Context: an optimization exercise on an open-source flow, tuned for small area and a short achievable clock period. The choices shown serve that exercise and are no tape-out recipe.
RTL that was checked went through simulation tests only; none was proved equivalent to the original.
The RTL of runs 1 and 3 was laid out without a check of its function.
Power and IR drop assume default switching activity.

File: flow/config.mk
export PLATFORM = sky130hd
export DESIGN_NAME = lrm_sample_feeder
export DESIGN_NICKNAME = lrm_sample_feeder
export VERILOG_FILES = /design/flow/design.v
export SDC_FILE = /design/flow/constraint.sdc
export NUM_CORES = 4
export LEC_CHECK = 0
export CAP_MARGIN = 20
export CORE_MARGIN = 2
export CORE_UTILIZATION = 40
export CTS_CLUSTER_DIAMETER = 120
export CTS_CLUSTER_SIZE = 25
export PLACE_DENSITY = 0.6
export SETUP_SLACK_MARGIN = 2.7
export SLEW_MARGIN = 20
export TNS_END_PERCENT = 100
File: flow/constraint.sdc
create_clock -name core_clock -period 5.0 [get_ports {CLK}]
set_input_delay 1.0000 -clock core_clock [delete_from_list [all_inputs] [get_ports {CLK}]]
set_output_delay 1.0000 -clock core_clock [all_outputs]
set_load 0.01 [all_outputs]
File: flow/design.v
package lrm_pkg;
    localparam int unsigned DATA_W    = 8;
    localparam int unsigned SAMPLE_W  = 17;
    localparam int unsigned RESULT_W  = 25;
    localparam int unsigned CYCLE_W   = 32;
    localparam int unsigned X_MSB     = 16;
    localparam int unsigned Y_MSB     = 8;
    localparam int unsigned PRED_BIT  = 0;
    localparam int unsigned MIN_TRAIN = 2;
    localparam logic [1:0] ST_IDLE   = 2'd0;
    localparam logic [1:0] ST_STREAM = 2'd1;
    localparam logic [1:0] ST_DRAIN  = 2'd2;
    typedef struct packed {
        logic              fit_ok;
        logic [DATA_W-1:0] yp;
        logic [DATA_W-1:0] a;
        logic [DATA_W-1:0] b;
    } result_t;
endpackage
module lrm_sync_fifo #(
    parameter int unsigned WIDTH = 17,
    parameter int unsigned DEPTH = 62
) (
    input  logic             clk,
    input  logic             we,
    input  logic [DEPTH-1:0] wsel,
    input  logic [WIDTH-1:0] din,
    input  logic [DEPTH-1:0] rsel,
    output logic [WIDTH-1:0] dout
);
    logic [WIDTH-1:0] mem [DEPTH];
    always_ff @(posedge clk) begin
        for (int i = 0; i < DEPTH; i++) begin
            if (we && wsel[i]) begin
                mem[i] <= din;
            end
        end
    end
    always_comb begin
        dout = '0;
        for (int i = 0; i < DEPTH; i++) begin
            dout = dout | (mem[i] & {WIDTH{rsel[i]}});
        end
    end
endmodule
module lrm_sample_feeder #(
    parameter int unsigned DEPTH     = 64,
    parameter int unsigned RES_DEPTH = 8
) (
    input  logic                 CLK,
    input  logic                 RESET_N,
    input  logic                 START,
    input  logic                 WR_EN,
    input  logic [lrm_pkg::SAMPLE_W-1:0]  WR_DATA,
    output logic                 FULL,
    input  logic                 LRM_READY,
    output logic [lrm_pkg::DATA_W-1:0]    LRM_XI,
    output logic [lrm_pkg::DATA_W-1:0]    LRM_YI,
    output logic                 LRM_PREDICT,
    output logic                 LRM_VALID,
    input  logic                 LRM_DONE,
    input  logic [lrm_pkg::DATA_W-1:0]    LRM_YP,
    input  logic [lrm_pkg::DATA_W-1:0]    LRM_A,
    input  logic [lrm_pkg::DATA_W-1:0]    LRM_B,
    input  logic                 RD_EN,
    output logic [lrm_pkg::RESULT_W-1:0]  RD_DATA,
    output logic                 RES_EMPTY,
    output logic [lrm_pkg::DATA_W-1:0]    TRAIN_CNT,
    output logic [lrm_pkg::DATA_W-1:0]    OUTSTANDING,
    output logic [lrm_pkg::CYCLE_W-1:0]   CYCLES,
    output logic                 BUSY,
    output logic                 FINISHED,
    output logic                 ERR
);
    localparam int unsigned SW  = lrm_pkg::SAMPLE_W;
    localparam int unsigned RW  = lrm_pkg::RESULT_W;
    localparam int unsigned SMD = DEPTH - 2;        
    localparam int unsigned RMD = RES_DEPTH - 1;    
    localparam int unsigned SCW = $clog2(DEPTH + 1);
    localparam int unsigned RCW = $clog2(RES_DEPTH + 1);
    logic stream;                  
    logic stream_next, busy_next, finished_next;
    logic s_empty;                 
    logic r_full;                  
    logic out_zero;
    assign out_zero = (OUTSTANDING == '0);
    always_comb begin
        stream_next   = (!BUSY && START) || (stream && !s_empty);
        finished_next = BUSY && !stream && out_zero && !LRM_DONE;
        busy_next     = (!BUSY && START) || stream || (BUSY && !finished_next);
    end
    always_ff @(posedge CLK or negedge RESET_N) begin
        if (!RESET_N) begin
            stream   <= 1'b0;
            BUSY     <= 1'b0;
            FINISHED <= 1'b0;
            ERR      <= 1'b0;
        end else begin
            stream   <= stream_next;
            BUSY     <= busy_next;
            FINISHED <= finished_next;
            if ((WR_EN && FULL) || (LRM_DONE && r_full)) begin
                ERR <= 1'b1;
            end
        end
    end
    logic [SCW-1:0] s_cnt;
    logic [SW-1:0]  s_h, s_n, s_mhead;
    logic [7:0]     s_wgrp, s_wslot;
    logic [SMD-1:0] s_wsel;
    logic [SMD-1:0] s_rsel;        
    logic           s_push, s_pop, s_mwe;
    logic           s_ge2, s_ge3;
    logic           s_empty_next, s_full_next, valid_next;
    logic [SW-1:0]  s_h_next;
    assign s_push = WR_EN && !FULL;
    assign s_pop  = LRM_VALID && LRM_READY;
    assign s_ge2  = (s_cnt >= SCW'(2));
    assign s_ge3  = (s_cnt >= SCW'(3));
    assign s_mwe  = s_push && (s_ge3 || (s_ge2 && !s_pop));    
    lrm_sync_fifo #(
        .WIDTH (SW),
        .DEPTH (SMD)
    ) u_sample_mem (
        .clk  (CLK),
        .we   (s_push),
        .wsel (s_wsel),
        .din  (WR_DATA),
        .rsel (s_rsel),
        .dout (s_mhead)
    );
    always_comb begin
        for (int i = 0; i < SMD; i++) begin
            s_wsel[i] = s_wgrp[i / 8] && s_wslot[i % 8];
        end
    end
    always_comb begin
        if (s_pop) begin
            s_h_next     = s_ge2 ? s_n : WR_DATA;
            s_empty_next = !s_ge2 && !s_push;
        end else begin
            s_h_next     = s_empty ? WR_DATA : s_h;
            s_empty_next = s_empty && !s_push;
        end
        s_full_next = s_pop ? 1'b0 : (FULL || (s_cnt == SCW'(DEPTH - 1) && s_push));
        valid_next  = stream_next && !s_empty_next;
    end
    always_ff @(posedge CLK) begin
        s_h <= s_h_next;
        if (s_pop) begin
            s_n <= s_ge3 ? s_mhead : WR_DATA;
        end else if (!s_ge2) begin
            s_n <= WR_DATA;
        end
    end
    always_ff @(posedge CLK or negedge RESET_N) begin
        if (!RESET_N) begin
            s_cnt       <= '0;
            s_wgrp      <= 8'd1;
            s_wslot     <= 8'd1;
            s_rsel      <= SMD'(1);
            s_empty     <= 1'b1;
            FULL        <= 1'b0;
            LRM_VALID   <= 1'b0;
            LRM_XI      <= '0;
            LRM_YI      <= '0;
            LRM_PREDICT <= 1'b0;
        end else begin
            case ({s_push, s_pop})
                2'b10:   s_cnt <= s_cnt + SCW'(1);
                2'b01:   s_cnt <= s_cnt - SCW'(1);
                default: s_cnt <= s_cnt;
            endcase
            if (s_mwe) begin
                if (s_wgrp[(SMD - 1) / 8] && s_wslot[(SMD - 1) % 8]) begin
                    s_wgrp  <= 8'd1;
                    s_wslot <= 8'd1;
                end else begin
                    s_wslot <= {s_wslot[6:0], s_wslot[7]};
                    if (s_wslot[7]) begin
                        s_wgrp <= {s_wgrp[6:0], s_wgrp[7]};
                    end
                end
            end
            if (s_pop && s_ge3) begin
                s_rsel <= {s_rsel[SMD-2:0], s_rsel[SMD-1]};
            end
            s_empty   <= s_empty_next;
            FULL      <= s_full_next;
            LRM_VALID <= valid_next;
            {LRM_XI, LRM_YI, LRM_PREDICT} <= valid_next ? s_h_next : '0;
        end
    end
    logic [RCW-1:0] r_cnt;
    logic [RW-1:0]  r_din, r_mhead;
    logic [RMD-1:0] r_wsel;        
    logic [RMD-1:0] r_rsel;        
    logic           r_push, r_pop, r_mwe, r_ge2;
    logic           fit_ok_c;
    assign fit_ok_c = (TRAIN_CNT >= lrm_pkg::DATA_W'(lrm_pkg::MIN_TRAIN));
    assign r_din    = {fit_ok_c, LRM_YP, LRM_A, LRM_B};
    assign r_push   = LRM_DONE && !r_full;
    assign r_pop    = RD_EN && !RES_EMPTY;
    assign r_ge2    = (r_cnt >= RCW'(2));
    assign r_mwe    = r_push && (r_ge2 || (!RES_EMPTY && !r_pop));
    lrm_sync_fifo #(
        .WIDTH (RW),
        .DEPTH (RMD)
    ) u_result_mem (
        .clk  (CLK),
        .we   (r_push),
        .wsel (r_wsel),
        .din  (r_din),
        .rsel (r_rsel),
        .dout (r_mhead)
    );
    always_ff @(posedge CLK or negedge RESET_N) begin
        if (!RESET_N) begin
            r_cnt     <= '0;
            r_wsel    <= RMD'(1);
            r_rsel    <= RMD'(1);
            RES_EMPTY <= 1'b1;
            r_full    <= 1'b0;
            RD_DATA   <= '0;
        end else begin
            case ({r_push, r_pop})
                2'b10:   r_cnt <= r_cnt + RCW'(1);
                2'b01:   r_cnt <= r_cnt - RCW'(1);
                default: r_cnt <= r_cnt;
            endcase
            if (r_mwe) begin
                r_wsel <= {r_wsel[RMD-2:0], r_wsel[RMD-1]};
            end
            if (r_pop && r_ge2) begin
                r_rsel <= {r_rsel[RMD-2:0], r_rsel[RMD-1]};
            end
            if (r_pop) begin
                RES_EMPTY <= !r_ge2 && !r_push;
                r_full    <= 1'b0;
                if (r_ge2) begin
                    RD_DATA <= r_mhead;
                end else begin
                    RD_DATA <= r_push ? r_din : '0;
                end
            end else begin
                RES_EMPTY <= RES_EMPTY && !r_push;
                r_full    <= r_full || (r_cnt == RCW'(RES_DEPTH - 1) && r_push);
                if (RES_EMPTY) begin
                    RD_DATA <= r_push ? r_din : '0;
                end
            end
        end
    end
    always_ff @(posedge CLK or negedge RESET_N) begin
        if (!RESET_N) begin
            CYCLES      <= '0;
            TRAIN_CNT   <= '0;
            OUTSTANDING <= '0;
        end else if (!BUSY && START) begin
            CYCLES      <= '0;
            TRAIN_CNT   <= '0;
            OUTSTANDING <= '0;
        end else begin
            if (BUSY) begin
                CYCLES <= CYCLES + lrm_pkg::CYCLE_W'(1);
            end
            if (s_pop && !s_h[0] && (TRAIN_CNT != {lrm_pkg::DATA_W{1'b1}})) begin
                TRAIN_CNT <= TRAIN_CNT + lrm_pkg::DATA_W'(1);
            end
            case ({s_pop && s_h[0], LRM_DONE})
                2'b10: OUTSTANDING <= OUTSTANDING + lrm_pkg::DATA_W'(1);
                2'b01: begin
                    if (!out_zero) begin
                        OUTSTANDING <= OUTSTANDING - lrm_pkg::DATA_W'(1);
                    end
                end
                default: begin
                end
            endcase
        end
    end
endmodule
File: flow/flow/run.sh
#!/bin/bash
# The standard layout with three changes: plain buffers (buf_2) on the ports
# instead of the delay buffer buffer_ports picks by default, and timing repair
# free to change a cell's footprint while it resizes.
set -euo pipefail
bash standard.sh BUFFER_PORTS_ARGS="-buffer_cell sky130_fd_sc_hd__buf_2" MATCH_CELL_FOOTPRINT=0 finish > standard_flow.log 2>&1
File: flow/standard.sh
#!/bin/bash
# synth_recipe.tcl (not shown) runs the flow's synth.tcl, then flattens the netlist and writes it again
# the make line also repeats each setting of config.mk as NAME=value (left out here)
make -C /OpenROAD-flow-scripts/flow DESIGN_CONFIG=/design/flow/config.mk WORK_HOME=/design/flow/orfs CLKGATE_MAP_FILE= SYNTH_SCRIPT=/design/flow/synth_recipe.tcl "${@:-finish}"
==> results.yml, run 1 <==
worst_setup_path:
  timing.critical_path.slowest_stage_cell: "dfstp_2"
  crit_required_ns: 4.00
  worstPathArrival_ns: 1.41
  critPathBufInv: 1
  path_max_fanout: 2
  cpPeakStageDelay_ns: 0.59
  cpLargestDelayFamily: "flip-flops"
  type_of_destination_of_the_critical_path: "output pin"
  timing.critical_path.cells: "buf_6"
  category_of_the_most_critical_setup_path: "register to output pin"
  crit_path_start_kind: "register"
global_routing:
  grt_first_pass_wirelength_um: 263000
  global_route.usage.total_pct: 27.9
  grt_overflow: 0
  grt_busiest_layer: "met2"
  global_routing_usage_on_met2_pct: 41.5
  grt_antenna_before_repair: 11
  grt_max_degree: 73
  grt_use_met1_pct: 38.1
  grt_pass1_vias: 31300
  grt_util_met3_pct: 7.28
clock_network:
  tritoncts: "yes"
  cts.root.buffer_cell: "clkbuf_16"
  insertion_delay_ns: 0.73
  tritoncts_num_sinks: 1465
  cts.path.max_buffers: 3
  clkSlewWorstSetupHoldPaths_ns: 0.10
  cts-hold-fix-buffers: 0
  numCtsBuffers: 68
  ctsHtreeMaxLevel: 3
place:
  gpl.final_weighted_congestion: 0.931
  placed_cells: 4933
  hpwlAfterDp_um: 117000
  io_buffer_count: 143
sta:
  report.final.setup_viol: 0
  finalCritPeriodShare_pct: 48.3
  drv_slew: 0
  grt_setup_unrepaired: "true"
  worst_clock_skew_ns: 0.0613
  worst_pin_slew_ns: 1.19
  finalWorstPathRequiredPeriod_ns: 2.41
  hold_viol: 0
  fin_setup_tns_ns: 0
  clock.fmax_mhz: 414
  max_slew_margin_pct: 20.3
floorplanning:
  floorplan.die.width_um: 371
  dieArea_um2: 138000
  io-pin-count: 144
  die-height_um: 371
  floorplan.initialDensity_pct: 40.3
  core-area_um2: 133000
  core.rowCount: 134
cells_and_area:
  layoutNonFillerInstCount: 5215
  filler_cell_count: 11200
  final_nets: 3457
  post_route_cells_drive_above_1_share_pct: 23.4
  footprint_of_the_multi_input_gates_um2: 11600
  layout.area.seq_um2: 42700
  syn_to_final_growth_pct: 15.7
detailed_routing:
  firstDrtPassIters: 6
  antenna_left: 0
  vias_post_dr: 34300
  detail_route.drc_violations: 0
  routed_wire_length_per_instance_um: 37.7
  avgViaCountPerCell: 6.57
  drt_iter0_drc: 6350
  detail_route.wirelength_um: 197000
run:
  max_cap_viol_count: 0
logic_synthesis:
  avgSynthCellArea_um2: 17.3
  post_synth_net_total: 3179
  synth-seq-cells: 1465
  netlist_area_um2: 53800
  number_of_enable_type_register_cells_in_the_synthesized_netlist: 1229
  synthArstFlopShare_pct: 13.8
  synth_ff_type: "edfxtp_1"
  yosysSeqAreaShare_pct: 79.2
  syn_inst: 3110
  synth.yosys.warnings: 5
  ys_types: 62
pwr:
  switching_share_pct: 25.9
  power.density_nw_per_um2: 388
  ir_drop_worst_case_vdd_v: 0.000277
  power.net_switching_uw: 6270
  p_seq_share_pct: 58.5
  cellInternalPower_uw: 17900
  total_leakage_power_uw: 0.0207
  clock_power_share_pct: 27.3
  power.share.combinational_pct: 14.3
hold_path:
  timing.hold.worst.class: "input port to async pin"
run_status:
  outcome: "finished clean"
-- layout make-up --
class                           instances  share of cell area [%]
Clock inverter                          7                   0.181
Inverter                               16                   0.123
Multi-Input combinational cell       1432                    18.6
Antenna cell                            3                  0.0121
Tap cell                             1768                    3.55
Clock buffer                          119                    3.09
Sequential cell                      1465                    68.6
Timing Repair Buffer                  405                    5.81
-- Yosys cell counts (10+ instances only) --
cell type / count / area share (%)
edfxtp_1: 1229 / 69
a22oi_1: 271 / 3.8
dfrtp_1: 195 / 9.1
clkbuf_1: 164 / 1.1
a22o_1: 155 / 2.5
a221oi_1: 153 / 2.5
nor2_1: 88 / 0.61
nand4_1: 79 / 0.92
mux2_2: 78 / 1.6
nand2_1: 70 / 0.49
and3_1: 69 / 0.80
nand3_1: 67 / 0.62
a21oi_1: 50 / 0.46
a31oi_1: 50 / 0.58
nor3_1: 44 / 0.41
o22ai_1: 36 / 0.42
o21ai_0: 35 / 0.33
dfxtp_1: 34 / 1.3
a222oi_1: 25 / 0.46
nor4_1: 22 / 0.26
buf_1: 18 / 0.13
ha_1: 18 / 0.42
inv_1: 15 / 0.10
mux2i_1: 14 / 0.26
xor2_1: 12 / 0.20
and2_1: 10 / 0.12
xnor2_1: 10 / 0.16
-- registers in the layout (all words and copies together) (netlist names), 4 cells and up --
name              cells
u_sample_mem.mem   1054
TRAIN_CNT             8
RD_DATA              25
s_rsel               62
s_wgrp                8
r_cnt                 4
u_result_mem.mem    175
LRM_YI                8
r_rsel                7
s_wslot               8
r_wsel                7
s_n                  17
LRM_XI                8
s_h                  17
OUTSTANDING           8
s_cnt                 7
CYCLES               32
-- metrics by stage --
stage	area (um2)	utilization, %	hold WS (ns)	power [uW]	setup slack, ns
floorplan	54300	-	0.419	16000	2.27
global placement	57300	43.0	0.434	17100	1.02
detailed placement	57400	43.0	0.444	17200	1.85
CTS	60800	45.5	0.311	23900	2.55
global route	62300	46.7	0.338	24900	2.56
finish	62300	46.7	0.298	24200	2.59
-- power by group through the flow --
stage | Sequential [uW] | Clock (uW) | Combinational (uW)
after CTS | 14100 | 6590 | 3200
after global placement | 14500 | 0 | 2620
after detailed placement | 14500 | 0 | 2660
after floorplan | 14400 | 0 | 1540
after global routing | 14200 | 6980 | 3770
final | 14100 | 6600 | 3450
-- timing repair --
item,CTS,global route
gates cloned,0,5
setup buffers,71,77
setup endpoints to repair,280,860
resized for setup,157,90
pin swaps,24,50
-- layer usage --
layer  up-vias  routed length [um]
met2      2758               87000
met5         -                  13
met1     17700               72100
met3       450               27400
li1      13400                   -
met4         2               10300
-- cell families after synthesis --
family | Yosys count | share of synthesized area (%)
DFF | 1465 | 79.2
and+or+nand+nor | 479 | 4.68
adders and majority gates | 21 | 0.530
xor gates and xnor gates | 22 | 0.358
AOI/OAI and AO/OA | 817 | 11.7
muxes | 92 | 1.89
buffers and inverters | 214 | 1.58
-- final timing paths --
check,from,endpoint,slack [ns],cells after the start
setup / recovery,RES_EMPTY,RES_EMPTY,2.59,1
hold / removal,RESET_N,s_rsel[56],0.30,1
setup reg to reg,LRM_VALID,s_cnt[6],2.62,10
hold reg to reg,stream,BUSY,0.47,2
max in group asynchronous,RESET_N,s_rsel[9],3.73,2
min in group core_clock,stream,BUSY,0.47,2
-- cells in the final DEF (no fill, tap or decap), drive strengths merged, types with 5 or more instances in the layout --
master / instances
a21o: 5
a21oi: 51
a221oi: 153
a222oi: 25
a22o: 155
a22oi: 271
a31oi: 50
and2: 10
and3: 69
and4: 5
buf: 402
clkbuf: 122
dfrtp: 195
dfstp: 7
dfxtp: 34
edfxtp: 1229
ha: 18
inv: 19
mux2: 78
mux2i: 14
nand2: 70
nand3: 67
nand4: 79
nor2: 88
nor3: 44
nor4: 24
o211ai: 7
o21ai: 38
o22ai: 36
o31ai: 10
xnor2: 10
xor2: 12
==> inputs of run 2 (changes only) <==
--- a/flow/design.v
+++ b/flow/design.v
@@ -76,6 +76,7 @@
     localparam int unsigned RW  = lrm_pkg::RESULT_W;
     localparam int unsigned SMD = DEPTH - 2;        
     localparam int unsigned RMD = RES_DEPTH - 1;    
+    localparam int unsigned RAW = $clog2(RMD);
     localparam int unsigned SCW = $clog2(DEPTH + 1);
     localparam int unsigned RCW = $clog2(RES_DEPTH + 1);
     logic stream;                  
@@ -193,7 +194,8 @@
     end
     logic [RCW-1:0] r_cnt;
     logic [RW-1:0]  r_din, r_mhead;
-    logic [RMD-1:0] r_wsel;        
+    logic [RAW-1:0] r_wp;
+    logic [RMD-1:0] r_wsel;
     logic [RMD-1:0] r_rsel;        
     logic           r_push, r_pop, r_mwe, r_ge2;
     logic           fit_ok_c;
@@ -203,6 +205,11 @@
     assign r_pop    = RD_EN && !RES_EMPTY;
     assign r_ge2    = (r_cnt >= RCW'(2));
     assign r_mwe    = r_push && (r_ge2 || (!RES_EMPTY && !r_pop));
+    always_comb begin
+        for (int i = 0; i < RMD; i++) begin
+            r_wsel[i] = (r_wp == RAW'(i));
+        end
+    end
     lrm_sync_fifo #(
         .WIDTH (RW),
         .DEPTH (RMD)
@@ -217,7 +224,7 @@
     always_ff @(posedge CLK or negedge RESET_N) begin
         if (!RESET_N) begin
             r_cnt     <= '0;
-            r_wsel    <= RMD'(1);
+            r_wp      <= '0;
             r_rsel    <= RMD'(1);
             RES_EMPTY <= 1'b1;
             r_full    <= 1'b0;
@@ -229,7 +236,7 @@
                 default: r_cnt <= r_cnt;
             endcase
             if (r_mwe) begin
-                r_wsel <= {r_wsel[RMD-2:0], r_wsel[RMD-1]};
+                r_wp <= (r_wp == RAW'(RMD - 1)) ? '0 : r_wp + RAW'(1);
             end
             if (r_pop && r_ge2) begin
                 r_rsel <= {r_rsel[RMD-2:0], r_rsel[RMD-1]};
==> run 2 against run 1 <==
Against the previous run:
- still clean on timing, DRC and antenna
- critical path type is now register to register
- synthesized cell count about the same
- non-clock buffer count down 58
- area after synthesis down 0.16%
- power up 0.55%
- via count down 0.36%
- count of clock-buffer cells in the layout up 1
- sequential share of layout area up 1.3 points
- critical path depth up 5
==> results.yml, run 2 <==
logic_synthesis:
  synth_top_area_share_pct: 68.7
  yosysSeqAreaShare_pct: 79.2
  synth.yosys.warnings: 5
  ys_types: 62
  synthArstFlopShare_pct: 13.6
  synth-seq-cells: 1461
  avgSynthCellArea_um2: 17.3
  synth_top_cells_by_count: "edfxtp_1, a22oi_1, dfrtp_1"
  post-synth-top-area-cell: "edfxtp_1"
  synth_most_common_cell: "edfxtp_1"
  syn_inst: 3113
  netlist_area_um2: 53700
  yosys-top-cells-area: "edfxtp_1, dfrtp_1, a22oi_1"
  number_of_enable_type_register_cells_in_the_synthesized_netlist: 1229
  synth_ff_type: "edfxtp_1"
  post_synth_net_total: 3183
sta:
  drv_slew: 0
  fin_setup_tns_ns: 0
  setup_slack_ns: 2.49
  finalWorstPathRequiredPeriod_ns: 2.51
  report.final.setup_viol: 0
  hold_viol: 0
  worst_clock_skew_ns: 0.0535
  finalCritPeriodShare_pct: 50.1
  worst_pin_slew_ns: 1.19
  clock.fmax_mhz: 399
  hold_ws_ns: 0.308
  grt_setup_unrepaired: "true"
  max_slew_margin_pct: 20.5
place:
  hpwlAfterDp_um: 114000
  dp_worst_setup_slack_ns: 1.78
  placed_cells: 4930
  io_buffer_count: 143
  gpl.final_weighted_congestion: 0.943
clock_network:
  cts-hold-fix-buffers: 0
  tritoncts_num_sinks: 1461
  cts.root.buffer_cell: "clkbuf_16"
  tritoncts: "yes"
  ctsHtreeMaxLevel: 3
  clkSlewWorstSetupHoldPaths_ns: 0.10
  numCtsBuffers: 68
  insertion_delay_ns: 0.71
  cts.path.max_buffers: 3
cells_and_area:
  largest_register: "u_sample_mem.mem"
  layout.area.seq_um2: 42600
  reg_top3: "u_sample_mem.mem (1054), u_result_mem.mem (175), s_rsel (62)"
  layout_commonest_cell: "edfxtp_1"
  post_route_cells_drive_above_1_share_pct: 20.9
  filler_cell_count: 11600
  layout.cells.most_common_list: "edfxtp_1, a22oi_1, buf_4"
  footprint_of_the_multi_input_gates_um2: 11300
  final_nets: 3402
  layoutNonFillerInstCount: 5157
  largest_register_ffs: 1054
  syn_to_final_growth_pct: 13.5
floorplanning:
  dieArea_um2: 137000
  die-height_um: 371
  floorplan.initialDensity_pct: 40.3
  floorplan.die.width_um: 371
  core.rowCount: 134
  io-pin-count: 144
  core-area_um2: 133000
detailed_routing:
  antenna_left: 0
  vias_post_dr: 34200
  firstDrtPassIters: 6
  avgViaCountPerCell: 6.62
  detail_route.wirelength_um: 196000
  routed_wire_length_per_instance_um: 37.9
  detail_route.drc_violations: 0
  drt_iter0_drc: 6516
worst_setup_path:
  critPathBufInv: 1
  crit_path_start_kind: "register"
  timing.critical_path.slowest_stage_cell: "nor4_4"
  type_of_destination_of_the_critical_path: "register"
  path_max_fanout: 13
  crit_required_ns: 5.57
  timing.critical_path.cells: "buf_4, a22o_1, a221oi_1, nand4_1, nor4_4, a21oi_1"
  category_of_the_most_critical_setup_path: "register to register"
  cpLargestDelayFamily: "simple AND/OR/NAND/NOR gates"
  worstPathArrival_ns: 3.08
  cpPeakStageDelay_ns: 0.52
run_status:
  outcome: "finished clean"
pwr:
  power.density_nw_per_um2: 399
  total_leakage_power_uw: 0.0202
  ir_drop_worst_case_vdd_v: 0.000252
global_routing:
  grt_max_degree: 76
  grt_antenna_before_repair: 10
  grt_overflow: 0
  grt_pass1_vias: 31400
  grt_first_pass_wirelength_um: 263000
  global_route.usage.total_pct: 27.8
run:
  max_cap_viol_count: 0
hold_path:
  timing.hold.worst.class: "input port to async pin"
run 2: changes by cell type after synthesis, moves of 4 or more:
cell / previous run / this run
mux2i_1: 14 / 19
nand2_1: 70 / 82
nor2_1: 88 / 93
clkbuf_1: 164 / 159
inv_1: 15 / 19
buf_1: 18 / 23
mux2_2: 78 / 71
nand3_1: 67 / 52
o21ai_0: 35 / 29
run 2: routing by layer:
layer  routed length, um  up-vias  GRT usage, %
li1                    -    13200             -
met1               72500    17600          38.3
met2               85600     2825          41.5
met3               27200      476          7.38
met4               10300        2          12.7
met5                  13        -             0
run 2: stage by stage:
step	power [uW]	area (um2)	utilization, %
3_3_place_gp	17500	57300	42.9
3_5_place_dp	17500	57300	42.9
4_1_cts	24200	60200	45.1
5_1_grt	25000	61000	45.7
2_1_floorplan	16300	54300	-
6_report	24300	61000	45.7
run 2: where the power goes:
| group | internal [uW] | switching [uW] | total (uW) | leakage, uW |
|---|---|---|---|---|
| clock | 2720 | 3880 | 6600 | 0.000960 |
| sequential | 13900 | 527 | 14400 | 0.0138 |
| combinational | 1330 | 1990 | 3320 | 0.00548 |
| total | 17900 | 6390 | 24300 | 0.0202 |
run 2: worst register-to-register path, stage by stage (launching register included):
cell and delay (ns):
dfrtp_2 0.46, buf_4 0.27, a22o_1 0.26, a221oi_1 0.28, nand4_1 0.48, nor4_4 0.53, a21oi_1 0.11
run 2: cell families (layout without fill, tap and decap cells):
logic type	count (synthesis)	count (layout)	synth area share (%)
multiplexers	90	90	1.84
XOR/XNOR	23	23	0.375
AND/OR/NAND/NOR	477	477	4.58
other	0	2	0
buffers and inverters	218	492	1.61
AO/OA/AOI/OAI	822	822	11.9
flip-flops	1461	1461	79.2
adder cells (fa/ha/maj)	22	22	0.554
run 2: worst paths after layout:
kind	startpoint	to	slack, ns	depth (start not counted)
hold reg to reg	stream	BUSY	0.47	2
max in group asynchronous	RESET_N	s_rsel[47]	3.36	2
hold / removal	RESET_N	CYCLES[29]	0.31	1
setup / recovery	s_rsel[2]	s_n[2]	2.49	6
setup reg to reg	s_rsel[2]	s_n[2]	2.49	6
min in group core_clock	stream	BUSY	0.47	2
run 2: cell type report:
cell class                 instances  area share, %
antenna                            2        0.00821
clock buffer                     120           3.20
clock inverter                     5          0.115
inverter                          20          0.172
multi-input combinational       1434           18.6
sequential                      1461           69.9
tap                             1768           3.63
timing repair buffer             347           4.37
run 2: repair_timing:
item / CTS / global route
cloned: 3 / 0
endpoints found under the hold margin: 0 / 0
gates resized for setup: 102 / 53
setup endpoints to repair: 239 / 256
pin swaps: 21 / 35
setup buffers: 47 / 50
==> inputs of run 3 (changes only) <==
--- a/flow/design.v
+++ b/flow/design.v
@@ -19,14 +19,15 @@
 endpackage
 module lrm_sync_fifo #(
     parameter int unsigned WIDTH = 17,
-    parameter int unsigned DEPTH = 62
+    parameter int unsigned DEPTH = 62,
+    parameter int unsigned BANKS = 1
 ) (
     input  logic             clk,
     input  logic             we,
     input  logic [DEPTH-1:0] wsel,
     input  logic [WIDTH-1:0] din,
     input  logic [DEPTH-1:0] rsel,
-    output logic [WIDTH-1:0] dout
+    output logic [BANKS*WIDTH-1:0] dout
 );
     logic [WIDTH-1:0] mem [DEPTH];
     always_ff @(posedge clk) begin
@@ -39,7 +40,8 @@
     always_comb begin
         dout = '0;
         for (int i = 0; i < DEPTH; i++) begin
-            dout = dout | (mem[i] & {WIDTH{rsel[i]}});
+            dout[(i % BANKS) * WIDTH +: WIDTH] = dout[(i % BANKS) * WIDTH +: WIDTH] |
+                                                 (mem[i] & {WIDTH{rsel[i]}});
         end
     end
 endmodule
@@ -76,7 +78,6 @@
     localparam int unsigned RW  = lrm_pkg::RESULT_W;
     localparam int unsigned SMD = DEPTH - 2;        
     localparam int unsigned RMD = RES_DEPTH - 1;    
-    localparam int unsigned RAW = $clog2(RMD);
     localparam int unsigned SCW = $clog2(DEPTH + 1);
     localparam int unsigned RCW = $clog2(RES_DEPTH + 1);
     logic stream;                  
@@ -107,12 +108,18 @@
     end
     logic [SCW-1:0] s_cnt;
     logic [SW-1:0]  s_h, s_n, s_mhead;
+    logic [2*SW-1:0] s_port_d;     
+    logic [SW-1:0]  s_port_e, s_port_o;    
+    logic [SW-1:0]  s_last;        
+    logic           s_last_hit;    
+    logic           s_hodd;        
     logic [7:0]     s_wgrp, s_wslot;
     logic [SMD-1:0] s_wsel;
     logic [SMD-1:0] s_rsel;        
     logic           s_push, s_pop, s_mwe;
     logic           s_ge2, s_ge3;
     logic           s_empty_next, s_full_next, valid_next;
+    logic [SCW-1:0] s_cnt_next;
     logic [SW-1:0]  s_h_next;
     assign s_push = WR_EN && !FULL;
     assign s_pop  = LRM_VALID && LRM_READY;
@@ -121,14 +128,15 @@
     assign s_mwe  = s_push && (s_ge3 || (s_ge2 && !s_pop));    
     lrm_sync_fifo #(
         .WIDTH (SW),
-        .DEPTH (SMD)
+        .DEPTH (SMD),
+        .BANKS (2)
     ) u_sample_mem (
         .clk  (CLK),
         .we   (s_push),
         .wsel (s_wsel),
         .din  (WR_DATA),
         .rsel (s_rsel),
-        .dout (s_mhead)
+        .dout (s_port_d)
     );
     always_comb begin
         for (int i = 0; i < SMD; i++) begin
@@ -143,10 +151,20 @@
             s_h_next     = s_empty ? WR_DATA : s_h;
             s_empty_next = s_empty && !s_push;
         end
+        case ({s_push, s_pop})
+            2'b10:   s_cnt_next = s_cnt + SCW'(1);
+            2'b01:   s_cnt_next = s_cnt - SCW'(1);
+            default: s_cnt_next = s_cnt;
+        endcase
         s_full_next = s_pop ? 1'b0 : (FULL || (s_cnt == SCW'(DEPTH - 1) && s_push));
         valid_next  = stream_next && !s_empty_next;
     end
+    assign s_mhead = s_last_hit ? s_last : (s_hodd ? s_port_o : s_port_e);
     always_ff @(posedge CLK) begin
+        s_port_e   <= s_port_d[0 +: SW];
+        s_port_o   <= s_port_d[SW +: SW];
+        s_last     <= WR_DATA;
+        s_last_hit <= s_mwe && (s_cnt_next == SCW'(3));
         s_h <= s_h_next;
         if (s_pop) begin
             s_n <= s_ge3 ? s_mhead : WR_DATA;
@@ -159,7 +177,8 @@
             s_cnt       <= '0;
             s_wgrp      <= 8'd1;
             s_wslot     <= 8'd1;
-            s_rsel      <= SMD'(1);
+            s_rsel      <= SMD'(3);
+            s_hodd      <= 1'b0;
             s_empty     <= 1'b1;
             FULL        <= 1'b0;
             LRM_VALID   <= 1'b0;
@@ -167,11 +186,7 @@
             LRM_YI      <= '0;
             LRM_PREDICT <= 1'b0;
         end else begin
-            case ({s_push, s_pop})
-                2'b10:   s_cnt <= s_cnt + SCW'(1);
-                2'b01:   s_cnt <= s_cnt - SCW'(1);
-                default: s_cnt <= s_cnt;
-            endcase
+            s_cnt <= s_cnt_next;
             if (s_mwe) begin
                 if (s_wgrp[(SMD - 1) / 8] && s_wslot[(SMD - 1) % 8]) begin
                     s_wgrp  <= 8'd1;
@@ -185,6 +200,7 @@
             end
             if (s_pop && s_ge3) begin
                 s_rsel <= {s_rsel[SMD-2:0], s_rsel[SMD-1]};
+                s_hodd <= !s_hodd;
             end
             s_empty   <= s_empty_next;
             FULL      <= s_full_next;
@@ -194,8 +210,7 @@
     end
     logic [RCW-1:0] r_cnt;
     logic [RW-1:0]  r_din, r_mhead;
-    logic [RAW-1:0] r_wp;
-    logic [RMD-1:0] r_wsel;
+    logic [RMD-1:0] r_wsel;        
     logic [RMD-1:0] r_rsel;        
     logic           r_push, r_pop, r_mwe, r_ge2;
     logic           fit_ok_c;
@@ -205,11 +220,6 @@
     assign r_pop    = RD_EN && !RES_EMPTY;
     assign r_ge2    = (r_cnt >= RCW'(2));
     assign r_mwe    = r_push && (r_ge2 || (!RES_EMPTY && !r_pop));
-    always_comb begin
-        for (int i = 0; i < RMD; i++) begin
-            r_wsel[i] = (r_wp == RAW'(i));
-        end
-    end
     lrm_sync_fifo #(
         .WIDTH (RW),
         .DEPTH (RMD)
@@ -224,7 +234,7 @@
     always_ff @(posedge CLK or negedge RESET_N) begin
         if (!RESET_N) begin
             r_cnt     <= '0;
-            r_wp      <= '0;
+            r_wsel    <= RMD'(1);
             r_rsel    <= RMD'(1);
             RES_EMPTY <= 1'b1;
             r_full    <= 1'b0;
@@ -236,7 +246,7 @@
                 default: r_cnt <= r_cnt;
             endcase
             if (r_mwe) begin
-                r_wp <= (r_wp == RAW'(RMD - 1)) ? '0 : r_wp + RAW'(1);
+                r_wsel <= {r_wsel[RMD-2:0], r_wsel[RMD-1]};
             end
             if (r_pop && r_ge2) begin
                 r_rsel <= {r_rsel[RMD-2:0], r_rsel[RMD-1]};
==> run 3 against run 2 <==
Against the previous run:
- still clean
- worst hold slack gained 0.034 ns
- first-iteration DRC count shrank 32%
- combinational power grew 6.3%
- synthesized cell count grew 3.4%
- die area grew 3.2%
- power grew 2.2%
- critical endpoint is now FULL
- highest routed layer unchanged
==> results.yml, run 3 <==
detailed_routing:
  firstDrtPassIters: 6
  vias_post_dr: 32500
  detail_route.drc_violations: 0
  drt_iter0_drc: 4429
  antenna_left: 0
  routed_wire_length_per_instance_um: 32.4
  detail_route.wirelength_um: 170000
  avgViaCountPerCell: 6.19
pwr:
  p_seq_share_pct: 58.9
  clock_power_share_pct: 26.9
  ir_drop_worst_case_vdd_v: 0.000255
  switching_share_pct: 25.4
  power.net_switching_uw: 6300
  power.share.combinational_pct: 14.2
  power.density_nw_per_um2: 401
  total_leakage_power_uw: 0.0208
  cellInternalPower_uw: 18600
logic_synthesis:
  synth_adder_area_share_pct: 0.514
  syn_inst: 3218
  avgSynthCellArea_um2: 17.2
  multiplexer_share_of_the_synthesized_area_pct: 2.61
  synthArstFlopShare_pct: 13.4
  yosysSeqAreaShare_pct: 78.8
  ys_types: 65
  synth_top_family_by_area: "compound AO/OA/AOI/OAI gates"
  synth-seq-cells: 1518
  post_synth_net_total: 3287
  yosys-top-cells-area: "edfxtp_1, dfrtp_1, a22oi_1"
  synth_simple_gate_area_share_pct: 4.49
  synth_compound_area_share_pct: 11.5
  area_share_of_xor_xnor_cells_in_the_synthesized_design_pct: 0.316
  post-synth-top-area-cell: "edfxtp_1"
  synth_ff_type: "edfxtp_1"
  number_of_enable_type_register_cells_in_the_synthesized_netlist: 1229
  synth_top_area_share_pct: 66.5
  synth.yosys.warnings: 5
  synth_top_cells_by_count: "edfxtp_1, a22oi_1, dfrtp_1"
  synth_most_common_cell: "edfxtp_1"
  netlist_area_um2: 55500
global_routing:
  grt_antenna_before_repair: 20
  grt_first_pass_wirelength_um: 237000
  grt_pass1_vias: 31500
  grt_overflow: 0
  grt_max_degree: 96
  global_route.usage.total_pct: 23.4
clock_network:
  tritoncts_num_sinks: 1518
  tritoncts: "yes"
  insertion_delay_ns: 0.69
  cts.path.max_buffers: 3
  clkSlewWorstSetupHoldPaths_ns: 0.10
  cts-hold-fix-buffers: 0
  ctsHtreeMaxLevel: 3
  numCtsBuffers: 70
  cts.root.buffer_cell: "clkbuf_16"
sta:
  fin_setup_tns_ns: 0
  worst_clock_skew_ns: 0.0332
  finalWorstPathRequiredPeriod_ns: 2.52
  grt_setup_unrepaired: "true"
  hold_viol: 0
  clock.fmax_mhz: 397
  worst_pin_slew_ns: 1.12
  max_slew_margin_pct: 25.1
  drv_slew: 0
  finalCritPeriodShare_pct: 50.4
  report.final.setup_viol: 0
floorplanning:
  floorplan.die.width_um: 376
  io-pin-count: 144
  floorplan.initialDensity_pct: 40.3
  core-area_um2: 137000
  core.rowCount: 136
  dieArea_um2: 142000
  die-height_um: 376
worst_setup_path:
  path_depth: 3
  category_of_the_most_critical_setup_path: "register to output pin"
  worstPathArrival_ns: 1.52
  type_of_destination_of_the_critical_path: "output pin"
  path_max_fanout: 3
  crit_path_start_kind: "register"
  crit_required_ns: 4.00
  cp-startpoint: "FULL"
  critical_path.endpoint: "FULL"
  cpLargestDelayFamily: "flip-flops"
  worst-r2r-setup-slack_ns: 2.55
  worstRegToRegCells: 9
  reg2reg_to: "s_last_hit"
  cpPeakStageDelay_ns: 0.46
  timing.critical_path.slowest_stage_cell: "dfrtp_2"
  critPathBufInv: 3
  rr_startpoint: "FULL"
  timing.critical_path.cells: "buf_4, buf_12, buf_6"
place:
  hpwlAfterDp_um: 96500
  gpl.final_weighted_congestion: 0.820
  io_buffer_count: 143
cells_and_area:
  syn_to_final_growth_pct: 11.7
  largest_register: "u_sample_mem.mem"
  finish.utilization_pct: 45.0
  layout_commonest_cell: "edfxtp_1"
  post_route_cells_drive_above_1_share_pct: 19.3
  layout.cells.most_common_list: "edfxtp_1, a22oi_1, dfrtp_1, buf_4, buf_2"
  reg_top3: "u_sample_mem.mem (1054), u_result_mem.mem (175), s_rsel (62)"
  filler_cell_count: 11900
  largest_register_ffs: 1054
  final_nets: 3474
hold_path:
  timing.hold.worst.class: "input port to async pin"
run_status:
  outcome: "finished clean"
run:
  max_cap_viol_count: 0
## run 3: routing by layer
layer  global-route usage (%)  share of wire [%]  vias up
li1                         -                  -    13500
met1                     32.2                 40    17000
met2                     37.5                 47     1756
met3                     5.08                 10      239
met4                     6.86                2.8       22
met5                        0              0.079        -
## run 3: stage by stage
step                      cells  setup WS (ns)  hold slack (ns)  total power (uW)  instance area (um2)
after floorplan            3218           2.04            0.407             16700                55800
after global placement     5044           1.71            0.460             17800                58600
after detailed placement   5044           1.69            0.466             17900                58600
after CTS                  5231           2.50            0.362             24700                61600
after global routing       5254           2.40            0.404             25700                61900
final                      5255           2.48            0.342             24900                61900
## run 3: how the worst min path moves through the flow
stage           startpoint           to  depth (start not counted)
6_report           RESET_N   RD_DATA[6]                          1
3_5_place_dp    RD_DATA[4]   RD_DATA[4]                          2
2_1_floorplan       stream     FINISHED                          1
5_1_grt            RESET_N  RD_DATA[14]                          1
3_3_place_gp   RD_DATA[18]  RD_DATA[18]                          2
4_1_cts            RESET_N  RD_DATA[16]                          1
## run 3: layout make-up
cell class                 instances  area (um2)  share of cell area [%]
clock buffer                     121        2010                    3.24
tap                             1794        2240                    3.62
sequential                      1518       43800                    70.7
inverter                          29         115                   0.186
clock inverter                     5        43.8                  0.0707
timing repair buffer             319        2310                    3.72
multi-input combinational       1467       11500                    18.5
antenna                            2        5.00                 0.00808
## run 3: what timing repair did
item | CTS | global route
gates resized for setup | 128 | 33
gates cloned | 0 | 2
pin swaps | 4 | 13
setup endpoints to repair | 1112 | 270
setup buffers | 61 | 19
## run 3: cell families (layout without fill, tap and decap cells)
| kind of cell | count (synthesis) | after routing |
|---|---|---|
| buffers and inverters | 233 | 474 |
| xor gates and xnor gates | 20 | 20 |
| DFF | 1518 | 1518 |
| adders and majority gates | 21 | 21 |
| and+or+nand+nor | 452 | 452 |
| muxes | 129 | 129 |
| other | 0 | 2 |
| AOI/OAI and AO/OA | 845 | 845 |
## run 3: power by group through the flow
stage          Sequential, uW  Combinational, uW  Clock, uW
2_1_floorplan           15000               1750          0
5_1_grt                 14700               3900       7130
4_1_cts                 14600               3370       6740
3_3_place_gp            15000               2790          0
6_report                14600               3530       6680
3_5_place_dp            15000               2850          0
==> inputs of run 4 (changes only) <==
--- a/flow/design.v
+++ b/flow/design.v
@@ -85,23 +85,29 @@
     logic s_empty;                 
     logic r_full;                  
     logic out_zero;
+    logic idle;                    
+    logic s_room;                  
+    logic s_stall;                 
+    logic r_avail;                 
     assign out_zero = (OUTSTANDING == '0);
     always_comb begin
-        stream_next   = (!BUSY && START) || (stream && !s_empty);
-        finished_next = BUSY && !stream && out_zero && !LRM_DONE;
-        busy_next     = (!BUSY && START) || stream || (BUSY && !finished_next);
+        stream_next   = (idle && START) || (stream && !s_empty);
+        finished_next = !idle && !stream && out_zero && !LRM_DONE;
+        busy_next     = (idle && START) || stream || (!idle && !finished_next);
     end
     always_ff @(posedge CLK or negedge RESET_N) begin
         if (!RESET_N) begin
             stream   <= 1'b0;
             BUSY     <= 1'b0;
+            idle     <= 1'b1;
             FINISHED <= 1'b0;
             ERR      <= 1'b0;
         end else begin
             stream   <= stream_next;
             BUSY     <= busy_next;
+            idle     <= !busy_next;
             FINISHED <= finished_next;
-            if ((WR_EN && FULL) || (LRM_DONE && r_full)) begin
+            if ((WR_EN && !s_room) || (LRM_DONE && r_full)) begin
                 ERR <= 1'b1;
             end
         end
@@ -121,8 +127,8 @@
     logic           s_empty_next, s_full_next, valid_next;
     logic [SCW-1:0] s_cnt_next;
     logic [SW-1:0]  s_h_next;
-    assign s_push = WR_EN && !FULL;
-    assign s_pop  = LRM_VALID && LRM_READY;
+    assign s_push = WR_EN && s_room;
+    assign s_pop  = !s_stall && LRM_READY;
     assign s_ge2  = (s_cnt >= SCW'(2));
     assign s_ge3  = (s_cnt >= SCW'(3));
     assign s_mwe  = s_push && (s_ge3 || (s_ge2 && !s_pop));    
@@ -156,7 +162,7 @@
             2'b01:   s_cnt_next = s_cnt - SCW'(1);
             default: s_cnt_next = s_cnt;
         endcase
-        s_full_next = s_pop ? 1'b0 : (FULL || (s_cnt == SCW'(DEPTH - 1) && s_push));
+        s_full_next = s_pop ? 1'b0 : (!s_room || (s_cnt == SCW'(DEPTH - 1) && s_push));
         valid_next  = stream_next && !s_empty_next;
     end
     assign s_mhead = s_last_hit ? s_last : (s_hodd ? s_port_o : s_port_e);
@@ -164,7 +170,7 @@
         s_port_e   <= s_port_d[0 +: SW];
         s_port_o   <= s_port_d[SW +: SW];
         s_last     <= WR_DATA;
-        s_last_hit <= s_mwe && (s_cnt_next == SCW'(3));
+        s_last_hit <= s_push && (s_pop ? (s_cnt == SCW'(3)) : (s_cnt == SCW'(2)));
         s_h <= s_h_next;
         if (s_pop) begin
             s_n <= s_ge3 ? s_mhead : WR_DATA;
@@ -181,7 +187,9 @@
             s_hodd      <= 1'b0;
             s_empty     <= 1'b1;
             FULL        <= 1'b0;
+            s_room      <= 1'b1;
             LRM_VALID   <= 1'b0;
+            s_stall     <= 1'b1;
             LRM_XI      <= '0;
             LRM_YI      <= '0;
             LRM_PREDICT <= 1'b0;
@@ -204,7 +212,9 @@
             end
             s_empty   <= s_empty_next;
             FULL      <= s_full_next;
+            s_room    <= !s_full_next;
             LRM_VALID <= valid_next;
+            s_stall   <= !valid_next;
             {LRM_XI, LRM_YI, LRM_PREDICT} <= valid_next ? s_h_next : '0;
         end
     end
@@ -217,9 +227,9 @@
     assign fit_ok_c = (TRAIN_CNT >= lrm_pkg::DATA_W'(lrm_pkg::MIN_TRAIN));
     assign r_din    = {fit_ok_c, LRM_YP, LRM_A, LRM_B};
     assign r_push   = LRM_DONE && !r_full;
-    assign r_pop    = RD_EN && !RES_EMPTY;
+    assign r_pop    = RD_EN && r_avail;
     assign r_ge2    = (r_cnt >= RCW'(2));
-    assign r_mwe    = r_push && (r_ge2 || (!RES_EMPTY && !r_pop));
+    assign r_mwe    = r_push && (r_ge2 || (r_avail && !r_pop));
     lrm_sync_fifo #(
         .WIDTH (RW),
         .DEPTH (RMD)
@@ -237,6 +247,7 @@
             r_wsel    <= RMD'(1);
             r_rsel    <= RMD'(1);
             RES_EMPTY <= 1'b1;
+            r_avail   <= 1'b0;
             r_full    <= 1'b0;
             RD_DATA   <= '0;
         end else begin
@@ -253,6 +264,7 @@
             end
             if (r_pop) begin
                 RES_EMPTY <= !r_ge2 && !r_push;
+                r_avail   <= r_ge2 || r_push;
                 r_full    <= 1'b0;
                 if (r_ge2) begin
                     RD_DATA <= r_mhead;
@@ -260,9 +272,10 @@
                     RD_DATA <= r_push ? r_din : '0;
                 end
             end else begin
-                RES_EMPTY <= RES_EMPTY && !r_push;
+                RES_EMPTY <= !r_avail && !r_push;
+                r_avail   <= r_avail || r_push;
                 r_full    <= r_full || (r_cnt == RCW'(RES_DEPTH - 1) && r_push);
-                if (RES_EMPTY) begin
+                if (!r_avail) begin
                     RD_DATA <= r_push ? r_din : '0;
                 end
             end
@@ -273,12 +286,12 @@
             CYCLES      <= '0;
             TRAIN_CNT   <= '0;
             OUTSTANDING <= '0;
-        end else if (!BUSY && START) begin
+        end else if (idle && START) begin
             CYCLES      <= '0;
             TRAIN_CNT   <= '0;
             OUTSTANDING <= '0;
         end else begin
-            if (BUSY) begin
+            if (!idle) begin
                 CYCLES <= CYCLES + lrm_pkg::CYCLE_W'(1);
             end
             if (s_pop && !s_h[0] && (TRAIN_CNT != {lrm_pkg::DATA_W{1'b1}})) begin
==> run 4 against run 3 <==
Against the previous run:
- still clean
- first-iteration DRC count grew 15%
- cell count increased by 0.57%
- power rose by 0.21%
- via count rose by 0.72%
- fmax is 7.2% higher
- synthesized cell count rose by 0.28%
- non-clock buffer count increased by 18
- critical endpoint is now s_cnt[6]
==> results.yml, run 4 <==
floorplanning:
  die-height_um: 377
  core-area_um2: 138000
  floorplan.initialDensity_pct: 40.4
  dieArea_um2: 142000
  floorplan.die.width_um: 377
  core.rowCount: 136
  io-pin-count: 144
logic_synthesis:
  synth-seq-cells: 1522
  synthArstFlopShare_pct: 13.6
  post-synth-top-area-cell: "edfxtp_1"
  synth_most_common_cell: "edfxtp_1"
  syn_inst: 3227
  ys_types: 63
  synth_top_cells_by_count: "edfxtp_1, a22oi_1, dfrtp_1"
  yosys-top-cells-area: "edfxtp_1, dfrtp_1, a22oi_1"
  synth_top_area_share_pct: 66.3
  post_synth_net_total: 3296
  synth.yosys.warnings: 5
  avgSynthCellArea_um2: 17.2
  yosysSeqAreaShare_pct: 78.8
  synth_ff_type: "edfxtp_1"
  number_of_enable_type_register_cells_in_the_synthesized_netlist: 1229
  netlist_area_um2: 55600
detailed_routing:
  antenna_left: 0
  avgViaCountPerCell: 6.19
  drt_iter0_drc: 5081
  detail_route.drc_violations: 0
  firstDrtPassIters: 7
  detail_route.wirelength_um: 170000
  routed_wire_length_per_instance_um: 32.2
  vias_post_dr: 32700
cells_and_area:
  layout_commonest_cell: "edfxtp_1"
  reg_top3: "u_sample_mem.mem (1054), u_result_mem.mem (175), s_rsel (62)"
  largest_register_ffs: 1054
  layout.cells.most_common_list: "edfxtp_1, a22oi_1, buf_4"
  largest_register: "u_sample_mem.mem"
  layoutNonFillerInstCount: 5285
  finish.utilization_pct: 45.2
  final_nets: 3508
  syn_to_final_growth_pct: 12.0
  post_route_cells_drive_above_1_share_pct: 19.8
worst_setup_path:
  worstRegToRegCells: 10
  type_of_destination_of_the_critical_path: "register"
  timing.critical_path.slowest_stage_cell: "fa_2"
  path_max_fanout: 8
  crit_path_start_kind: "input port"
  crit_required_ns: 5.60
  rr_startpoint: "s_room"
  crit_top_cell: "inv_4"
  category_of_the_most_critical_setup_path: "input port to register"
  reg2reg_to: "s_cnt[6]"
  worst-r2r-setup-slack_ns: 2.65
  cpPeakStageDelay_ns: 0.41
  worstPathArrival_ns: 2.96
  timing.critical_path.cells: "buf_6, and2_4, inv_4, ha_4, inv_4, fa_2, nor2b_4, o31a_1, nor4_2, or3b_4, xor2_1"
clock_network:
  insertion_delay_ns: 0.72
  tritoncts_num_sinks: 1522
  cts.path.max_buffers: 3
  cts.root.buffer_cell: "clkbuf_16"
  numCtsBuffers: 71
  ctsHtreeMaxLevel: 3
  cts-hold-fix-buffers: 0
  tritoncts: "yes"
  clkSlewWorstSetupHoldPaths_ns: 0.10
sta:
  drv_slew: 0
  grt_setup_unrepaired: "true"
  finalWorstPathRequiredPeriod_ns: 2.35
  worst_clock_skew_ns: 0.0489
  worst_pin_slew_ns: 1.09
  clock.fmax_mhz: 425
  fin_setup_tns_ns: 0
  hold_viol: 0
  max_slew_margin_pct: 27.4
  report.final.setup_viol: 0
  hold_ws_ns: 0.278
  finalCritPeriodShare_pct: 47.0
global_routing:
  grt_max_degree: 82
  grt_pass1_vias: 31100
  grt_overflow: 0
  global_route.usage.total_pct: 23.5
  grt_first_pass_wirelength_um: 238000
  grt_antenna_before_repair: 9
hold_path:
  timing.hold.worst.class: "input port to async pin"
place:
  placed_cells: 5060
  io_buffer_count: 143
  gpl.final_weighted_congestion: 0.850
  hpwlAfterDp_um: 97300
run_status:
  outcome: "finished clean"
pwr:
  total_leakage_power_uw: 0.0212
  power.density_nw_per_um2: 400
  ir_drop_worst_case_vdd_v: 0.000244
run:
  max_cap_viol_count: 0
==> run 4: cell count changes after synthesis, moves of 17 or more <==
cell / delta
a22oi_1: +20
mux2_2: -53
mux2_4: +51
clkbuf_1: -17
a211oi_1: -24
nor3_1: +22
nor2_1: +24
nand2_1: +19
a21oi_1: -17
==> run 4: report_power, final <==
group | switching [uW] | leakage [uW] | internal, uW
clock | 3950 | 0.00100 | 2810
sequential | 409 | 0.0143 | 14200
combinational | 1940 | 0.00584 | 1550
==> run 4: how the worst max path moves through the flow <==
stage                    start          end  cells after the start
floorplan                WR_EN     s_cnt[6]                     12
detailed placement       WR_EN     s_cnt[6]                     10
global placement         WR_EN     s_cnt[6]                     10
global route            s_room     s_cnt[6]                     10
finish                   WR_EN     s_cnt[6]                     11
CTS                 s_rsel[35]  s_port_o[3]                      4
==> run 4: cell families after synthesis <==
| family | count (synthesis) | share of synthesized area, % |
|---|---|---|
| simple gates | 518 | 5.02 |
| xor+xnor | 22 | 0.346 |
| mux | 131 | 2.98 |
| compound gates | 790 | 10.7 |
| fa+ha+maj | 21 | 0.513 |
| flops | 1522 | 78.8 |
| buf+inv | 223 | 1.66 |
==> run 4: metal layers <==
metal  vias up  global-route usage, %  wire length [um]
li1      13500                      -                 -
met1     17200                   33.6             68700
met2      1817                   37.3             79600
met3       230                   3.64             16900
met4         4                   6.98              5170
met5         -                      0                26
==> run 4: layout make-up <==
cell class                 count  area, um2
fill                       11900      75500
sequential                  1522      43900
multi-input combinational   1485      11500
timing repair buffer         337       2510
tap                         1794       2240
clock buffer                 116       1990
clock inverter                 7        114
inverter                      22       93.8
antenna                        2       5.00
==> run 4: metrics by stage <==
step                      setup WS (ns)  cell area [um2]  total power, uW
after floorplan                    2.03            56000            16700
after global placement             1.63            58900            17800
after detailed placement           1.62            58900            17800
after CTS                          2.59            61900            24800
after global routing               2.61            62300            25800
final                              2.65            62300            24900
==> run 4: worst max-delay path, delay by kind of cell <==
kind,cells,cell delay (ns)
simple gates,4,0.74
fa+ha+maj,2,0.62
buf+inv,3,0.24
compound gates,1,0.20
xor+xnor,1,0.14
==> run 4: timing repair <==
item / 4_1_cts / 5_1_grt
pin swaps: 15 / 19
setup endpoints to repair: 358 / 127
resized for setup: 114 / 36
gates cloned: 3 / 0
buffers inserted: 62 / 35
==> inputs of run 5 (changes only) <==
--- a/flow/design.v
+++ b/flow/design.v
@@ -80,6 +80,23 @@
     localparam int unsigned RMD = RES_DEPTH - 1;    
     localparam int unsigned SCW = $clog2(DEPTH + 1);
     localparam int unsigned RCW = $clog2(RES_DEPTH + 1);
+    localparam int unsigned DW  = lrm_pkg::DATA_W;
+    function automatic logic [15:0] plus1(input logic [15:0] v);
+        logic c;
+        c = 1'b1;
+        for (int i = 0; i < 16; i++) begin
+            plus1[i] = v[i] ^ c;
+            c        = c & v[i];
+        end
+    endfunction
+    function automatic logic [15:0] minus1(input logic [15:0] v);
+        logic b;
+        b = 1'b1;
+        for (int i = 0; i < 16; i++) begin
+            minus1[i] = v[i] ^ b;
+            b         = b & !v[i];
+        end
+    endfunction
     logic stream;                  
     logic stream_next, busy_next, finished_next;
     logic s_empty;                 
@@ -158,8 +175,8 @@
             s_empty_next = s_empty && !s_push;
         end
         case ({s_push, s_pop})
-            2'b10:   s_cnt_next = s_cnt + SCW'(1);
-            2'b01:   s_cnt_next = s_cnt - SCW'(1);
+            2'b10:   s_cnt_next = SCW'(plus1(16'(s_cnt)));
+            2'b01:   s_cnt_next = SCW'(minus1(16'(s_cnt)));
             default: s_cnt_next = s_cnt;
         endcase
         s_full_next = s_pop ? 1'b0 : (!s_room || (s_cnt == SCW'(DEPTH - 1) && s_push));
@@ -252,8 +269,8 @@
             RD_DATA   <= '0;
         end else begin
             case ({r_push, r_pop})
-                2'b10:   r_cnt <= r_cnt + RCW'(1);
-                2'b01:   r_cnt <= r_cnt - RCW'(1);
+                2'b10:   r_cnt <= RCW'(plus1(16'(r_cnt)));
+                2'b01:   r_cnt <= RCW'(minus1(16'(r_cnt)));
                 default: r_cnt <= r_cnt;
             endcase
             if (r_mwe) begin
@@ -298,10 +315,10 @@
                 TRAIN_CNT <= TRAIN_CNT + lrm_pkg::DATA_W'(1);
             end
             case ({s_pop && s_h[0], LRM_DONE})
-                2'b10: OUTSTANDING <= OUTSTANDING + lrm_pkg::DATA_W'(1);
+                2'b10: OUTSTANDING <= DW'(plus1(16'(OUTSTANDING)));
                 2'b01: begin
                     if (!out_zero) begin
-                        OUTSTANDING <= OUTSTANDING - lrm_pkg::DATA_W'(1);
+                        OUTSTANDING <= DW'(minus1(16'(OUTSTANDING)));
                     end
                 end
                 default: begin
--- a/flow/config.mk
+++ b/flow/config.mk
@@ -11,6 +11,6 @@
 export CTS_CLUSTER_DIAMETER = 120
 export CTS_CLUSTER_SIZE = 25
 export PLACE_DENSITY = 0.6
-export SETUP_SLACK_MARGIN = 2.7
+export SETUP_SLACK_MARGIN = 2.85
 export SLEW_MARGIN = 20
 export TNS_END_PERCENT = 100
==> run 5 against run 4 <==
Against the previous run:
- worst hold slack got worse by 0.015 ns
- first-iteration DRC count shrank 3.8%
- cell count rose by 2.3%
- sequential power about the same
- via count up 2.1%
- sequential share of layout area is 0.35 points lower
- count of clock-buffer cells in the layout fell by 8
- power shrank 0.84%
- area after synthesis decreased by 0.78%
- non-clock buffer count up 29
- synthesized cell count grew 3.6%
- critical path type is now register to output pin
- highest routed layer unchanged
==> results.yml, run 5 <==
run_status:
  outcome: "finished clean"
sta:
  max_slew_margin_pct: 29.3
  drv_slew: 0
  setup_slack_ns: 2.64
  clock.fmax_mhz: 423
  fin_setup_tns_ns: 0
  grt_setup_unrepaired: "true"
  finalCritPeriodShare_pct: 47.2
  worst_clock_skew_ns: 0.0424
  finalWorstPathRequiredPeriod_ns: 2.36
  worst_pin_slew_ns: 1.06
  hold_viol: 0
  hold_ws_ns: 0.263
  report.final.setup_viol: 0
pwr:
  total_leakage_power_uw: 0.0211
  ir_drop_worst_case_vdd_v: 0.000247
  power.density_nw_per_um2: 394
detailed_routing:
  detail_route.wirelength_um: 170000
  routed_wire_length_per_instance_um: 31.5
  vias_post_dr: 33400
  firstDrtPassIters: 9
  detail_route.drc_violations: 0
  avgViaCountPerCell: 6.18
  antenna_left: 0
  drt_iter0_drc: 4887
worst_setup_path:
  crit_required_ns: 4.00
  cp-startpoint: "RES_EMPTY"
  rr_startpoint: "s_rsel[26]"
  worstPathArrival_ns: 1.36
  cpLargestDelayFamily: "flip-flops"
  reg2reg_to: "s_port_e[11]"
  timing.critical_path.slowest_stage_cell: "dfstp_2"
  worstRegToRegCells: 5
  type_of_destination_of_the_critical_path: "output pin"
  category_of_the_most_critical_setup_path: "register to output pin"
  crit_path_start_kind: "register"
  path_max_fanout: 1
  cpPeakStageDelay_ns: 0.54
  critPathBufInv: 1
  worst-r2r-setup-slack_ns: 2.82
  path_depth: 1
  timing.critical_path.cells: "buf_6"
place:
  hpwlAfterDp_um: 95700
  gpl.final_weighted_congestion: 0.807
  postPlaceCellArea_um2: 58200
  io_buffer_count: 143
  dp_worst_setup_slack_ns: 1.97
clock_network:
  tritoncts_num_sinks: 1522
  cts.path.max_buffers: 3
  insertion_delay_ns: 0.73
  cts.root.buffer_cell: "clkbuf_16"
  clkSlewWorstSetupHoldPaths_ns: 0.11
  tritoncts: "yes"
  cts-hold-fix-buffers: 0
  ctsHtreeMaxLevel: 3
  numCtsBuffers: 71
run:
  max_cap_viol_count: 0
logic_synthesis:
  netlist_area_um2: 55200
  syn_inst: 3342
  number_of_enable_type_register_cells_in_the_synthesized_netlist: 1229
  ys_types: 68
  synth_top_area_share_pct: 66.9
  synth_ff_type: "edfxtp_1"
  synth_top_cells_by_count: "edfxtp_1, a22oi_1, nand2_1"
  yosysSeqAreaShare_pct: 79.4
  yosys-top-cells-area: "edfxtp_1, dfrtp_1, a22oi_1"
  synth-seq-cells: 1522
  post_synth_net_total: 3395
  synth_most_common_cell: "edfxtp_1"
  avgSynthCellArea_um2: 16.5
  post-synth-top-area-cell: "edfxtp_1"
  synth.yosys.warnings: 5
  synthArstFlopShare_pct: 13.6
cells_and_area:
  syn_to_final_growth_pct: 13.5
  layout_commonest_cell: "edfxtp_1"
  largest_register_ffs: 1054
  filler_cell_count: 11800
  final_nets: 3624
  reg_top3: "u_sample_mem.mem (1054), u_result_mem.mem (175), s_rsel (62)"
  largest_register: "u_sample_mem.mem"
  layout.cells.most_common_list: "edfxtp_1, a22oi_1, nand2_1"
  fin_area_um2: 62600
  post_route_cells_drive_above_1_share_pct: 19.6
global_routing:
  grt_pass1_vias: 31200
  grt_antenna_before_repair: 7
  grt_overflow: 0
  grt_max_degree: 89
  global_route.usage.total_pct: 23.4
  grt_first_pass_wirelength_um: 236000
floorplanning:
  dieArea_um2: 141000
  floorplan.initialDensity_pct: 40.2
  core-area_um2: 137000
  core.rowCount: 136
  io-pin-count: 144
  floorplan.die.width_um: 375
  die-height_um: 375
hold_path:
  timing.hold.worst.class: "input port to async pin"
## run 5: per-layer routing
| layer | routed length [um] | global-route usage, % | up-vias |
|---|---|---|---|
| li1 | - | - | 13800 |
| met3 | 16100 | 4.27 | 270 |
| met4 | 5690 | 6.99 | 6 |
| met2 | 80900 | 37.9 | 1881 |
| met1 | 67500 | 32.2 | 17500 |
| met5 | 45 | 0 | - |
## run 5: power by group
part | switching (uW) | leakage [uW] | internal [uW]
Sequential | 423 | 0.0144 | 14200
Clock | 3990 | 0.000993 | 2790
Combinational | 1820 | 0.00579 | 1440
Total | 6240 | 0.0211 | 18500
## run 5: cells by family after synthesis
| kind of cell | Yosys count | share of synthesized area (%) |
|---|---|---|
| XOR/XNOR | 23 | 0.365 |
| AO/OA/AOI/OAI | 797 | 10.8 |
| AND/OR/NAND/NOR | 696 | 6.36 |
| multiplexers | 62 | 1.20 |
| buffers and inverters | 236 | 1.72 |
| flip-flops | 1522 | 79.4 |
| adder cells (fa/ha/maj) | 6 | 0.131 |
## run 5: how the worst max path moves through the flow
stage | to | slack, ns
final | RES_EMPTY | 2.64
after global routing | RES_EMPTY | 2.60
after CTS | RES_EMPTY | 2.60
after detailed placement | r_cnt[3] | 1.97
after global placement | r_cnt[3] | 2.00
after floorplan | s_cnt[5] | 2.74
## run 5: stage by stage
step / cells / utilization [%] / power, uW
floorplan: 3342 / - / 16300
global placement: 5150 / 42.5 / 17300
detailed placement: 5150 / 42.5 / 17400
CTS: 5355 / 45.1 / 24500
global route: 5407 / 45.7 / 25500
finish: 5409 / 45.7 / 24700
## run 5: area by class of cell
class                           count  area (um2)  share of cell area [%]
Multi-Input combinational cell   1590       11300                    18.1
Sequential cell                  1522       43900                    70.1
Timing Repair Buffer              366        3020                    4.82
Tap cell                         1794        2240                    3.58
Clock buffer                      108        1960                    3.13
Antenna cell                        2        5.00                 0.00799
Clock inverter                      7         114                   0.182
Inverter                           20        82.6                   0.132
## run 5: repair_timing
item / in CTS / in global routing
setup endpoints to repair: 1462 / 272
pin swaps: 12 / 38
resized for setup: 212 / 60
buffers inserted: 85 / 50
gates cloned: 5 / 2

[separate check: timing with driven ports]
No port has a modelled driver above. Below, the same layouts with a new extraction and two added sets of constraints.
Step 1 (the two cells are an assumption about what drives the block):
set clk [get_ports {CLK}]
set_driving_cell -lib_cell sky130_fd_sc_hd__clkbuf_16 $clk
set_driving_cell -lib_cell sky130_fd_sc_hd__buf_2 [delete_from_list [all_inputs] $clk]
Step 2 moves the port delays by t, midway between the first and last clock arrival at a register: inputs arrive t later, outputs are due t later. That takes back most of the time a late clock gives input paths.
Slacks: ideal / step 1 / step 2; pairs: ideal / step 1.
| run | t, ns | setup slack, ns | latest minus earliest clock arrival (ns) | worst slew at a driven data input, ns |
|---|---|---|---|---|
| run 1 | 0.777 | 2.587 / 2.514 / 1.858 | 0.065 / 0.064 | 0.09 |
| run 2 | 0.753 | 2.494 / 2.494 / 1.914 | 0.054 / 0.054 | 0.10 |
| run 3 | 0.754 | 2.479 / 2.402 / 1.749 | 0.037 / 0.036 | 0.12 |
| run 4 | 0.776 | 2.649 / 2.587 / 1.920 | 0.052 / 0.053 | 0.08 |
| run 5 | 0.786 | 2.638 / 2.564 / 2.264 | 0.049 / 0.049 | 0.08 |
After both steps every run listed still meets setup and hold. The setup slack of run 3, which loses most, moves by -0.077 ns with the drivers and by -0.730 ns with both steps.
